From an optimization exercise on the open Yosys and OpenROAD flow, aimed at small area, a short achievable clock period and few clock cycles; shortcuts taken in it are not production practice. At most, simulation tests tie the RTL to the original design; equivalence was not proved.

// usb_audio_unpack_volume
module usb_audio_unpack_volume (
  input  wire logic               clk,
  input  wire logic               rst_n,
  input  wire logic               in_valid,
  output logic                    in_stall,
  input  wire logic [7:0]         in_data_byte,
  input  wire logic               in_last_byte,
  output logic                    out_valid,
  input  wire logic               out_stall,
  output logic signed [31:0]      out_left_sample,
  output logic signed [31:0]      out_right_sample,
  output logic                    out_last_frame,
  input  wire logic               cfg_wr_en,
  input  wire logic [1:0]         cfg_index,
  input  wire logic [15:0]        cfg_data
);
Settings: LEC_CHECK=0, CAP_MARGIN=20, CORE_MARGIN=2, CORE_UTILIZATION=40, SETUP_SLACK_MARGIN=5, SLEW_MARGIN=20; clock period 10.0 ns.
standard.sh (not shown) runs the stock make flow with config.mk's settings and CLKGATE_MAP_FILE= SYNTH_SCRIPT=/design/flow/synth_recipe.tcl, a recipe that flattens the netlist after the stock synthesis.
==> flow/flow/run.sh <==
#!/bin/bash
set -euo pipefail
bash standard.sh SETUP_SLACK_MARGIN=6 finish > standard_make.log 2>&1
Change:
==> flow/run.sh (new file) <==
#!/bin/bash
# synth_recipe.tcl (not shown) runs the flow's synth.tcl, then flattens the netlist and writes it again
# the make line also repeats each setting of config.mk as NAME=value (left out here)
make -C /OpenROAD-flow-scripts/flow DESIGN_CONFIG=/design/flow/config.mk WORK_HOME=/design/flow/orfs CLKGATE_MAP_FILE= SYNTH_SCRIPT=/design/flow/synth_recipe.tcl finish
removed: flow/flow/run.sh
removed: flow/standard.sh
Count of clock-buffer cells in the layout went up by 8.
Cell count went down by 0.89%.
Synthesized cell count stays the same.
No run of this note included a check of the RTL's function; only the layout flow was run.

* * *

Another version of the RTL of usb_audio_unpack_volume (not shown whole).
Size: roughly 2,200 cells after synthesis, ~240 flip-flops, roughly 99 I/O pins.
clock: 10.0 ns
lec_check: 0
cap_margin: 20
core_margin: 2
core_utilization: 40
setup_slack_margin: 5
slew_margin: 20
==> flow/flow/run.sh <==
#!/bin/bash
# The standard layout; the port buffers are the library's smallest buffer
set -euo pipefail
bash standard.sh "BUFFER_PORTS_ARGS=-buffer_cell sky130_fd_sc_hd__buf_1" finish > standard_make.log 2>&1
Next try:
==> flow/run.sh (new file) <==
#!/bin/bash
# synth_recipe.tcl (not shown) runs the flow's synth.tcl, then flattens the netlist and writes it again
# the make line also repeats each setting of config.mk as NAME=value (left out here)
make -C /OpenROAD-flow-scripts/flow DESIGN_CONFIG=/design/flow/config.mk WORK_HOME=/design/flow/orfs CLKGATE_MAP_FILE= SYNTH_SCRIPT=/design/flow/synth_recipe.tcl finish
removed: flow/flow/run.sh
removed: flow/standard.sh
=> Routed wire length went down by 1.4%. Cell area came out higher by about 2%. Clock-buffer cell count went down by 6. Synthesized cell count is unchanged. Sequential cell count stays the same. Final cell count shrinks by about 0.8%. Critical path depth does not change. Non-clock buffer count drops by 22.
No run of this note included a check of the RTL's function; only the layout flow was run.

* * *

run a:
Another version of the RTL of usb_audio_unpack_volume (not shown whole).
For scale: about 390 flip-flops.
==> flow/design.v (excerpt) <==
module usb_audio_unpack_volume (
  input  wire logic               clk,
  input  wire logic               rst_n,
  input  wire logic               in_valid,
  output logic                    in_stall,
  input  wire logic [7:0]         in_data_byte,
  input  wire logic               in_last_byte,
  output logic                    out_valid,
  input  wire logic               out_stall,
  output logic signed [31:0]      out_left_sample,
  output logic signed [31:0]      out_right_sample,
  output logic                    out_last_frame,
  input  wire logic               cfg_wr_en,
  input  wire logic [1:0]         cfg_index,
  input  wire logic [15:0]        cfg_data
);
  logic             in_stall_r;
  logic             emit;
  logic             emit_here;
  logic             e_acc, l_acc, e_no, l_no;
  logic             free_ahead;
  logic             held_free_ahead;
  logic             accept;
  logic [31:0]      frm_left;
  logic [31:0]      frm_right;
  logic             frm_last;
  logic [1:0]       frm_res_l;
  logic [1:0]       frm_res_r;
  logic [6:0]       idx_l;
  logic [6:0]       idx_r;
  always_ff @(posedge clk) begin
    if (!rst_n) begin
      in_stall_r <= 1'b0;
    end else begin
      if (accept) in_stall_r <= !emit_here && (e_acc && !free_ahead || l_acc && !held_free_ahead);
      else        in_stall_r <= e_no && !free_ahead || l_no && !held_free_ahead;
    end
  end
  assign in_stall = in_stall_r;
  assign accept   = in_valid && !in_stall_r;
  uavol_unpack u_unpack (
    .clk          (clk),
    .rst_n        (rst_n),
    .in_valid     (in_valid),
    .in_stall     (in_stall_r),
    .in_data_byte (in_data_byte),
    .in_last_byte (in_last_byte),
    .cfg_wr_en    (cfg_wr_en),
    .cfg_index    (cfg_index),
    .cfg_data     (cfg_data),
    .emit         (emit),
    .emit_here    (emit_here),
    .e_acc        (e_acc),
    .l_acc        (l_acc),
    .e_no         (e_no),
    .l_no         (l_no),
    .frm_left     (frm_left),
    .frm_right    (frm_right),
  ...
clock: 10.0 ns
lec_check: 0
cap_margin: 20
core_margin: 2
core_utilization: 40
setup_slack_margin: 5
slew_margin: 20
==> flow/flow/run.sh <==
#!/bin/bash
set -euo pipefail
bash standard.sh SETUP_SLACK_MARGIN=6 "BUFFER_PORTS_ARGS=-buffer_cell sky130_fd_sc_hd__buf_1" finish > standard_make.log 2>&1
No stage failed in run a, and the final checks on the layout all came back clean.
Testbench counts of run a, summed over its fixed seeds: cycles 19,044.
#### Input delta (run b over run a)
==> flow/flow/run.sh <==
#!/bin/bash
set -euo pipefail
bash standard.sh SETUP_SLACK_MARGIN=6.5 "BUFFER_PORTS_ARGS=-buffer_cell sky130_fd_sc_hd__buf_1" finish > standard_make.log 2>&1
--- outcome ---
| layout cell share with drive strength beyond 1 | higher: run b |. The lower worst setup timing slack at the placement stage came out of run a. Run b vs run a on wire length on met3: run b is the higher one. When the final numbers for run b and run a were put side by side, the number of buffers inserted by post-CTS setup repair turned out to be greater in run b. Sort run b and run a by met2 wirelength from detailed routing desc -> top: run b. Looking at critical path launch point, the u_scale.rem_l_r[0] result is from run a; the u_scale.rem_l_r[1] one comes from run b. Share of cell area taken by flip-flops and latches in run b is 0.72 points below run a.

* * *

usb_audio_unpack_volume, a different RTL version from the one above (not shown whole).
For scale: ~2,700 cells after synthesis, about 370 flip-flops, ~99 I/O pins, ~27,000 um2 of cells after synthesis.
==> flow/design.v (excerpt) <==
module usb_audio_unpack_volume (
  input  wire logic               clk,
  input  wire logic               rst_n,
  input  wire logic               in_valid,
  output logic                    in_stall,
  input  wire logic [7:0]         in_data_byte,
  input  wire logic               in_last_byte,
  output logic                    out_valid,
  input  wire logic               out_stall,
  output logic signed [31:0]      out_left_sample,
  output logic signed [31:0]      out_right_sample,
  output logic                    out_last_frame,
  input  wire logic               cfg_wr_en,
  input  wire logic [1:0]         cfg_index,
  input  wire logic [15:0]        cfg_data
);
Settings: LEC_CHECK=0, CAP_MARGIN=20, CORE_MARGIN=2, CORE_UTILIZATION=40, CTS_BUF_LIST=sky130_fd_sc_hd__clkbuf_8, CTS_CLUSTER_SIZE=30, SETUP_SLACK_MARGIN=5, SLEW_MARGIN=20; clock period 10.0 ns.
==> flow/flow/run.sh <==
#!/bin/bash
set -euo pipefail
bash standard.sh SETUP_SLACK_MARGIN=6.25 "BUFFER_PORTS_ARGS=-buffer_cell sky130_fd_sc_hd__buf_1" finish > standard_make.log 2>&1
The starting point produced a clean layout.
Testbench counts at the start, summed over its fixed seeds: cycles 19,044.
Rerun with:
==> flow/flow/run.sh (replaced) <==
#!/bin/bash
set -euo pipefail
bash standard.sh SETUP_SLACK_MARGIN=6.75 "BUFFER_PORTS_ARGS=-buffer_cell sky130_fd_sc_hd__buf_1" finish > standard_make.log 2>&1
- TNS_END_PERCENT: default -> 10
Outcome: Routed wire length rose by 5.5%. Hold slack gains 0.0094 ns. Via count increases by 1.9%. First-iteration DRC count drops by 4.4%. Utilization is higher by 1.2 points.

* * *

RTL: one of the versions met above, not the one the previous note started from.
Size in the first run: ~2800 cells after synthesis, roughly 390 flip-flops, roughly 99 I/O pins, about 0.027 mm² of cells after synthesis.
==> flow/design.v (excerpt) <==
module usb_audio_unpack_volume (
  input  wire logic               clk,
  input  wire logic               rst_n,
  input  wire logic               in_valid,
  output logic                    in_stall,
  input  wire logic [7:0]         in_data_byte,
  input  wire logic               in_last_byte,
  output logic                    out_valid,
  input  wire logic               out_stall,
  output logic signed [31:0]      out_left_sample,
  output logic signed [31:0]      out_right_sample,
  output logic                    out_last_frame,
  input  wire logic               cfg_wr_en,
  input  wire logic [1:0]         cfg_index,
  input  wire logic [15:0]        cfg_data
);
clock: 10.0 ns
lec_check: 0
cap_margin: 20
core_margin: 2
core_utilization: 40
setup_slack_margin: 5
slew_margin: 20
==> flow/flow/run.sh <==
#!/bin/bash
set -euo pipefail
bash standard.sh SETUP_SLACK_MARGIN=7 "BUFFER_PORTS_ARGS=-buffer_cell sky130_fd_sc_hd__buf_1" finish > standard_make.log 2>&1
Testbench counts at the start, summed over its fixed seeds: cycles 19,044.
Edit:
==> flow/run.sh (new file) <==
#!/bin/bash
# synth_recipe.tcl (not shown) runs the flow's synth.tcl, then flattens the netlist and writes it again
# the make line also repeats each setting of config.mk as NAME=value (left out here)
make -C /OpenROAD-flow-scripts/flow DESIGN_CONFIG=/design/flow/config.mk WORK_HOME=/design/flow/orfs CLKGATE_MAP_FILE= SYNTH_SCRIPT=/design/flow/synth_recipe.tcl finish
removed: flow/flow/run.sh
removed: flow/standard.sh
Final area shrinks by 11%.
Setup slack gets worse by 1300 ps.
Utilization shrinks by 5.4 points.
Via count shrinks by 6.5%.
Fmax shrinks by 28%.

* * *

== P ==
usb_audio_unpack_volume, a different RTL version from the one above (not shown whole).
For scale: about 2700 cells after synthesis, roughly 24000 µm² of cells after synthesis.
Settings: LEC_CHECK=0, CAP_MARGIN=20, CORE_MARGIN=2, CORE_UTILIZATION=40, SETUP_SLACK_MARGIN=5, SLEW_MARGIN=20; clock period 10.0 ns.
run.sh (not shown) runs the stock make flow with config.mk's settings and CLKGATE_MAP_FILE= SYNTH_SCRIPT=/design/flow/synth_recipe.tcl, a recipe that flattens the netlist after the stock synthesis.
Stock flow here: none of the scripts above is used.
P was carried through to the last stage, and its layout satisfied the timing, design-rule and antenna checks.
--- input diff P..Q ---
==> flow/flow/run.sh (new file) <==
#!/bin/bash
set -euo pipefail
bash standard.sh SETUP_SLACK_MARGIN=6.5 finish > standard_make.log 2>&1
==> flow/standard.sh (new file) <==
#!/bin/bash
# synth_recipe.tcl (not shown) runs the flow's synth.tcl, then flattens the netlist and writes it again
# the make line also repeats each setting of config.mk as NAME=value (left out here)
make -C /OpenROAD-flow-scripts/flow DESIGN_CONFIG=/design/flow/config.mk WORK_HOME=/design/flow/orfs CLKGATE_MAP_FILE= SYNTH_SCRIPT=/design/flow/synth_recipe.tcl "${@:-finish}"
removed: flow/run.sh
## What came out
Taking P as the reference, in Q iteration count of the initial detailed-routing pass rose 1; routed wire length now larger.
The cell count after synthesis on P is in line with that on Q.
Higher clock-buffer cell count goes to Q over P.
Relative to P, met1 demand-to-capacity share in global routing has increased by 1.7 points in Q.
On number of cell instances on the worst register-to-register path: between Q and P, it ends up lower for P.
Run comparison: P worst setup path startpoint u_scale.rem_l_r[1]$_SDFF_PN0_; Q worst setup path startpoint cfg_data[3]
Going from P to Q, register area comparable, worst setup margin now larger.
No run of this note included a check of the RTL's function; only the layout flow was run.

## afterwards: timing with drivers on the ports
The flow's constraints put no driver on any port. The routed layouts listed below were extracted and timed again, unchanged, in two steps.
Step 1 sets driving cells, clkbuf_16 on the clock port and buf_2 on the other inputs (assumed; they add their load-dependent delay and slew).
Step 2 adds t to the input delays and takes it off the output delays; t is the mean of the earliest and latest rising clock arrival at the registers after step 1. Input paths then give back, and output paths get back, about the clock's delay inside the block.
Slacks: no drivers / after step 1 / after step 2; pairs: no drivers / after step 1.
run | shift t [ns] | setup WS [ns] | worst register clock-pin slew, ns | pins driven straight from the clock port
the first run of note 1 | 0.646 | 5.264 / 5.264 / 5.264 | 0.06 / 0.06 | 1
the second run of note 1 | 0.650 | 5.151 / 5.151 / 4.785 | 0.06 / 0.06 | 1
the first run of note 2 | 0.631 | 4.965 / 4.965 / 4.834 | 0.06 / 0.06 | 1
the second run of note 2 | 0.632 | 5.055 / 5.055 / 4.663 | 0.06 / 0.06 | 1
run a | 0.667 | 6.091 / 6.091 / 5.540 | 0.06 / 0.06 | 1
run b | 0.671 | 6.411 / 6.411 / 5.918 | 0.07 / 0.07 | 1
the first run of note 4 | 0.708 | 6.376 / 6.376 / 5.731 | 0.06 / 0.06 | 1
the second run of note 4 | 0.723 | 6.708 / 6.708 / 6.040 | 0.07 / 0.07 | 1
the first run of note 5 | 0.667 | 6.679 / 6.719 / 6.052 | 0.07 / 0.07 | 1
the second run of note 5 | 0.661 | 5.358 / 5.358 / 5.044 | 0.07 / 0.07 | 1
P | 0.634 | 5.335 / 5.335 / 4.814 | 0.06 / 0.06 | 1
Q | 0.605 | 6.023 / 6.045 / 5.440 | 0.06 / 0.06 | 1
After both steps setup and hold are still met in every run listed. For the second run of note 4, which loses most, drivers alone change the setup slack by 0.000 ns; drivers and shift together by -0.668 ns.
